What follows belongs to an exercise in optimizing a design on an open flow for small area, a short achievable clock period and few clock cycles per item; a production flow would make more cautious choices. No activity file was given, so power comes from the tool's default toggle rates.

Setup of rev 12:
==> flow/design.v <==
package wpm_pkg;
   localparam int MAX_PATTERN_DEFAULT = 32;
   localparam logic [7:0] STAR_CHAR     = 8'h2A;
   localparam logic [7:0] QUESTION_CHAR = 8'h3F;
endpackage
module wpm_csr_regs (
   input  logic         clock,
   input  logic         reset,
   input  logic         csr_valid,
   output logic         csr_ready,
   input  logic [2:0]   csr_index,
   input  logic [63:0]  csr_data,
   output logic [255:0] pattern,
   output logic [31:0]  star,
   output logic [5:0]   used_len
);
   logic [63:0] wdata;
   logic [7:0]  wstar;
   logic [5:0]  wlen;
   logic [4:0]  we;
   assign csr_ready = 1'b1;
   assign wdata = csr_data & {64{~reset}};
   always_comb begin
      for (int k = 0; k < 8; k++)
         wstar[k] = (wdata[8*k +: 8] == wpm_pkg::STAR_CHAR);
   end
   always_ff @(posedge clock) begin
      if (reset)
         star <= '0;
      else
         for (int w = 0; w < 4; w++)
            if (csr_valid && csr_index == 3'(w)) star[8*w +: 8] <= wstar;
   end
   assign wlen  = (csr_data[5] & (|csr_data[4:0])) ? 6'd32 : csr_data[5:0];
   always_comb begin
      for (int w = 0; w < 5; w++)
         we[w] = reset | (csr_valid && csr_index == 3'(w));
   end
   always_ff @(posedge clock) begin
      for (int w = 0; w < 4; w++)
         if (we[w]) pattern[64*w +: 64] <= wdata;
      if (we[4]) used_len <= wlen & {6{~reset}};
   end
endmodule
module wpm_column_unit (
   input  logic         clock,
   input  logic         reset,
   input  logic         accept,
   input  logic         req_char,     
   input  logic [7:0]   req_data,
   input  logic [255:0] pattern,
   input  logic [31:0]  star,
   input  logic [5:0]   used_len,
   output logic         step_valid,
   output logic         matched,
   output logic         alive
);
   localparam int N      = 32;
   localparam int LEVELS = 5;
   logic [N:0]   column_ff;
   logic [N:1]   hit_in;
   logic [N:1]   hit_ff;
   logic         char_ff;
   logic [3:0]   char_grp_in;
   logic [3:0]   char_grp_ff;
   logic         valid_ff;
   logic [N:1]   is_star;
   logic [N:1]   gen;
   logic [N:0]   col_mask;
   logic [N:0]   len_hot;
   logic [N:1]   gen_lv  [0:LEVELS];
   logic [N:1]   prop_lv [0:LEVELS];
   logic [7:0]   pat_ch;
   always_comb begin
      for (int i = 1; i <= N; i++) begin
         pat_ch     = pattern[8*(i-1) +: 8];
         is_star[i] = star[i-1];
         hit_in[i]  = req_char && !is_star[i] &&
                      (pat_ch == wpm_pkg::QUESTION_CHAR || pat_ch == req_data);
      end
   end
   always_comb begin
      for (int k = 0; k < 4; k++)
         char_grp_in[k] = req_char && (|star[8*k +: 8]);
   end
   always_ff @(posedge clock) begin
      hit_ff      <= hit_in;
      char_ff     <= req_char;
      char_grp_ff <= char_grp_in;
   end
   always_ff @(posedge clock) begin
      if (reset)
         valid_ff <= 1'b0;
      else
         valid_ff <= accept;
   end
   assign step_valid = valid_ff;
   always_comb begin
      for (int i = 1; i <= N; i++)
         gen[i] = (char_grp_ff[(i-1)/8] && is_star[i] && column_ff[i])
               || (hit_ff[i] && column_ff[i-1]);
      gen[1] = gen[1] || (is_star[1] && !char_ff);
   end
   always_comb begin
      gen_lv[0]  = gen;
      prop_lv[0] = is_star;
      prop_lv[0][1] = 1'b0;
      for (int lv = 0; lv < LEVELS; lv++) begin
         for (int i = 1; i <= N; i++) begin
            if (i - (1 << lv) >= 1) begin
               gen_lv[lv+1][i]  = gen_lv[lv][i]
                                | (prop_lv[lv][i] & gen_lv[lv][i - (1 << lv)]);
               prop_lv[lv+1][i] = prop_lv[lv][i] & prop_lv[lv][i - (1 << lv)];
            end else begin
               gen_lv[lv+1][i]  = gen_lv[lv][i];
               prop_lv[lv+1][i] = prop_lv[lv][i];
            end
         end
      end
   end
   always_comb begin
      for (int i = 0; i <= N; i++)
         col_mask[i] = (6'(i) <= used_len);
   end
   always_ff @(posedge clock) begin
      if (reset)
         column_ff <= (N+1)'(1);
      else if (valid_ff)
         column_ff <= {gen_lv[LEVELS], !char_ff} & col_mask;
   end
   always_comb begin
      for (int i = 0; i <= N; i++)
         len_hot[i] = (used_len == 6'(i));
   end
   assign matched = |(column_ff & len_hot);
   assign alive   = |column_ff;
endmodule
module wildcard_pattern_matcher (
   input  logic        clock,
   input  logic        reset,
   input  logic        req_tvalid,
   output logic        req_tready,
   input  logic [7:0]  req_tdata,    
   input  logic [0:0]  req_tuser,    
   output logic        rsp_tvalid,
   input  logic        rsp_tready,
   output logic [7:0]  rsp_tdata,    
   input  logic        csr_valid,
   output logic        csr_ready,
   input  logic [2:0]  csr_index,
   input  logic [63:0] csr_data
);
   localparam int DEPTH = 4;
   logic [255:0] pattern;
   logic [31:0]  star;
   logic [5:0]   used_len;
   logic         ready_ff;
   logic         accept;
   logic         take;
   logic         step_valid;
   logic         col_valid_ff;
   logic         matched;
   logic         alive;
   logic [DEPTH-1:0] pending_ff;    
   logic [DEPTH-1:0] pending_in;
   logic [1:0]   q_data_ff  [DEPTH];
   logic [DEPTH-1:0] q_valid_ff;
   logic [1:0]   q_data_in  [DEPTH];
   logic [DEPTH-1:0] q_valid_in;
   wpm_csr_regs u_csr_regs (
      .clock     (clock),
      .reset     (reset),
      .csr_valid (csr_valid),
      .csr_ready (csr_ready),
      .csr_index (csr_index),
      .csr_data  (csr_data),
      .pattern   (pattern),
      .star      (star),
      .used_len  (used_len)
   );
   assign req_tready = ready_ff;
   assign accept     = req_tvalid && ready_ff;
   assign take       = q_valid_ff[0] && rsp_tready;
   always_ff @(posedge clock) begin
      if (reset)
         col_valid_ff <= 1'b0;
      else
         col_valid_ff <= step_valid;
   end
   wpm_column_unit u_column_unit (
      .clock      (clock),
      .reset      (reset),
      .accept     (accept),
      .req_char   (req_tuser[0]),
      .req_data   (req_tdata),
      .pattern    (pattern),
      .star       (star),
      .used_len   (used_len),
      .step_valid (step_valid),
      .matched    (matched),
      .alive      (alive)
   );
   always_comb begin
      if (accept && !take)
         pending_in = {pending_ff[DEPTH-2:0], 1'b1};
      else if (take && !accept)
         pending_in = {1'b0, pending_ff[DEPTH-1:1]};
      else
         pending_in = pending_ff;
   end
   always_ff @(posedge clock) begin
      if (reset) begin
         pending_ff <= '0;
         ready_ff   <= 1'b1;
      end else begin
         pending_ff <= pending_in;
         ready_ff   <= !pending_in[DEPTH-1];
      end
   end
   always_comb begin
      for (int k = 0; k < DEPTH; k++) begin
         if (take) begin
            q_data_in[k]  = (k + 1 < DEPTH) ? q_data_ff[(k + 1) % DEPTH] : q_data_ff[k];
            q_valid_in[k] = (k + 1 < DEPTH) ? q_valid_ff[(k + 1) % DEPTH] : 1'b0;
         end else begin
            q_data_in[k]  = q_data_ff[k];
            q_valid_in[k] = q_valid_ff[k];
         end
      end
      if (col_valid_ff) begin
         for (int k = DEPTH - 1; k >= 0; k--) begin
            if (!q_valid_in[k] && (k == 0 || q_valid_in[k-1])) begin
               q_data_in[k]  = {alive, matched};
               q_valid_in[k] = 1'b1;
            end
         end
      end
   end
   always_ff @(posedge clock) begin
      if (reset)
         q_valid_ff <= '0;
      else
         q_valid_ff <= q_valid_in;
   end
   always_ff @(posedge clock) begin
      for (int k = 0; k < DEPTH; k++)
         q_data_ff[k] <= q_data_in[k];
   end
   assign rsp_tvalid = q_valid_ff[0];
   assign rsp_tdata  = {6'b0, q_data_ff[0]};
endmodule
Settings: LEC_CHECK=0, ABC_CLOCK_PERIOD_IN_PS=2000, CAP_MARGIN=20, CORE_MARGIN=2, CORE_UTILIZATION=60, CTS_CLUSTER_DIAMETER=80, CTS_CLUSTER_SIZE=30, SETUP_SLACK_MARGIN=3.3, SLEW_MARGIN=20; clock period 5.5 ns.
standard.sh (not shown) runs the stock make flow with config.mk's settings and CLKGATE_MAP_FILE= SYNTH_SCRIPT=/design/flow/synth_recipe.tcl, a recipe that flattens the netlist after the stock synthesis.
==> flow/flow/run.sh <==
#!/bin/bash
# Standard synthesis and layout; the only change is the cell used for the
# port buffers (buf_1 instead of the tool's default choice, a delay buffer).
set -euo pipefail
bash standard.sh synth > synth.log 2>&1
bash standard.sh finish BUFFER_PORTS_ARGS="-buffer_cell sky130_fd_sc_hd__buf_1" > layout.log 2>&1
test -f out/final.def
Here is what was changed in the inputs of rev 13 compared with rev 12.
==> flow/design.v, changed modules only <==
module wpm_column_unit (
   input  logic         clock,
   input  logic         reset,
   input  logic         accept,
   input  logic         req_char,     
   input  logic [7:0]   req_data,
   input  logic [255:0] pattern,
   input  logic [31:0]  star,
   input  logic [5:0]   used_len,
   output logic         step_valid,
   output logic         matched,
   output logic         alive
);
   localparam int N      = 32;
   localparam int LEVELS = 5;
   logic [N:0]   column_ff;
   logic [N:1]   hit_in;
   logic [N:1]   hit_ff;
   logic         char_ff;
   logic         valid_ff;
   logic [N:1]   is_star;
   logic [N:1]   gen;
   logic [N:0]   col_mask;
   logic [N:0]   len_hot;
   logic [N:1]   gen_lv  [0:LEVELS];
   logic [N:1]   prop_lv [0:LEVELS];
   logic [7:0]   pat_ch;
   always_comb begin
      for (int i = 1; i <= N; i++) begin
         pat_ch     = pattern[8*(i-1) +: 8];
         is_star[i] = star[i-1];
         hit_in[i]  = req_char &&
                      (pat_ch == wpm_pkg::QUESTION_CHAR || pat_ch == req_data);
      end
   end
   always_ff @(posedge clock) begin
      hit_ff  <= hit_in;
      char_ff <= req_char;
   end
   always_ff @(posedge clock) begin
      if (reset)
         valid_ff <= 1'b0;
      else
         valid_ff <= accept;
   end
   assign step_valid = valid_ff;
   always_comb begin
      for (int i = 1; i <= N; i++) begin
         if (is_star[i])
            gen[i] = (char_ff && column_ff[i]) || (i == 1 && !char_ff);
         else
            gen[i] = hit_ff[i] && column_ff[i-1];
      end
   end
   always_comb begin
      gen_lv[0]  = gen;
      prop_lv[0] = is_star;
      prop_lv[0][1] = 1'b0;
      for (int lv = 0; lv < LEVELS; lv++) begin
         for (int i = 1; i <= N; i++) begin
            if (i - (1 << lv) >= 1) begin
               gen_lv[lv+1][i]  = gen_lv[lv][i]
                                | (prop_lv[lv][i] & gen_lv[lv][i - (1 << lv)]);
               prop_lv[lv+1][i] = prop_lv[lv][i] & prop_lv[lv][i - (1 << lv)];
            end else begin
               gen_lv[lv+1][i]  = gen_lv[lv][i];
               prop_lv[lv+1][i] = prop_lv[lv][i];
            end
         end
      end
   end
   always_comb begin
      for (int i = 0; i <= N; i++)
         col_mask[i] = (6'(i) <= used_len);
   end
   always_ff @(posedge clock) begin
      if (reset)
         column_ff <= (N+1)'(1);
      else if (valid_ff)
         column_ff <= {gen_lv[LEVELS], !char_ff} & col_mask;
   end
   always_comb begin
      for (int i = 0; i <= N; i++)
         len_hot[i] = (used_len == 6'(i));
   end
   assign matched = |(column_ff & len_hot);
   assign alive   = |column_ff;
endmodule
==> comparison <==
- Rev 12 and rev 13 all finish clean.
- Rev 13 drops more vias than rev 12.
- Xor and xnor fraction of the mapped netlist area of rev 12 is on par with rev 13.
- Compared with rev 12, in rev 13 worst hold-check slack now sits at about the same level; sequential power now sits at about the same level.
- Cmp rev 12 and rev 13 / remaining max-slew budget at the tightest pin / higher: rev 12
- Taking rev 12 as the reference, in rev 13 clock skew decreased by 0.013 ns relative to the old numbers, cell area did not really move, critical path depth now larger, shortest clock period the worst path allows after layout lower.
- Rev 13 leaves more setup margin than rev 12.
- Summary — number of sequential cells, rev 13 relative to rev 12: lower, by 4.
- Going from rev 12 to rev 13, the number of cells traversed by the worst register-to-register path was found to have gone up by 1.
Function was not checked in any run of this note: the RTL went through the layout flow alone.

==> static timing again, ports no longer ideal <==
The flow's constraints put no driver on any port. The routed layouts listed below were extracted and timed again, unchanged, in two steps. Step 1 (the two cells are an assumption about what drives the block):
set clk [get_ports {clock}]
set_driving_cell -lib_cell sky130_fd_sc_hd__clkbuf_16 $clk
set_driving_cell -lib_cell sky130_fd_sc_hd__buf_2 [delete_from_list [all_inputs] $clk]
Step 2 also shifts input and output timing later by t, the mid clock arrival at the registers, as if the neighbouring blocks saw the same clock. Slacks: no drivers / after step 1 / after step 2; pairs: no drivers / after step 1.
run	t (ns)	setup WS [ns]	hold WS [ns]	worst setup path at the end	slew at the worst register clock pin (ns)
rev 12	0.585	2.979 / 2.979 / 2.743	0.517 / 0.517 / 0.517	input to register	0.11 / 0.11
rev 13	0.589	3.085 / 3.085 / 2.739	0.519 / 0.519 / 0.519	input to register	0.11 / 0.11
After both steps setup and hold are still met in every run listed. The setup slack of rev 13, which loses most, moves by 0.000 ns with the drivers and by -0.346 ns with both steps.
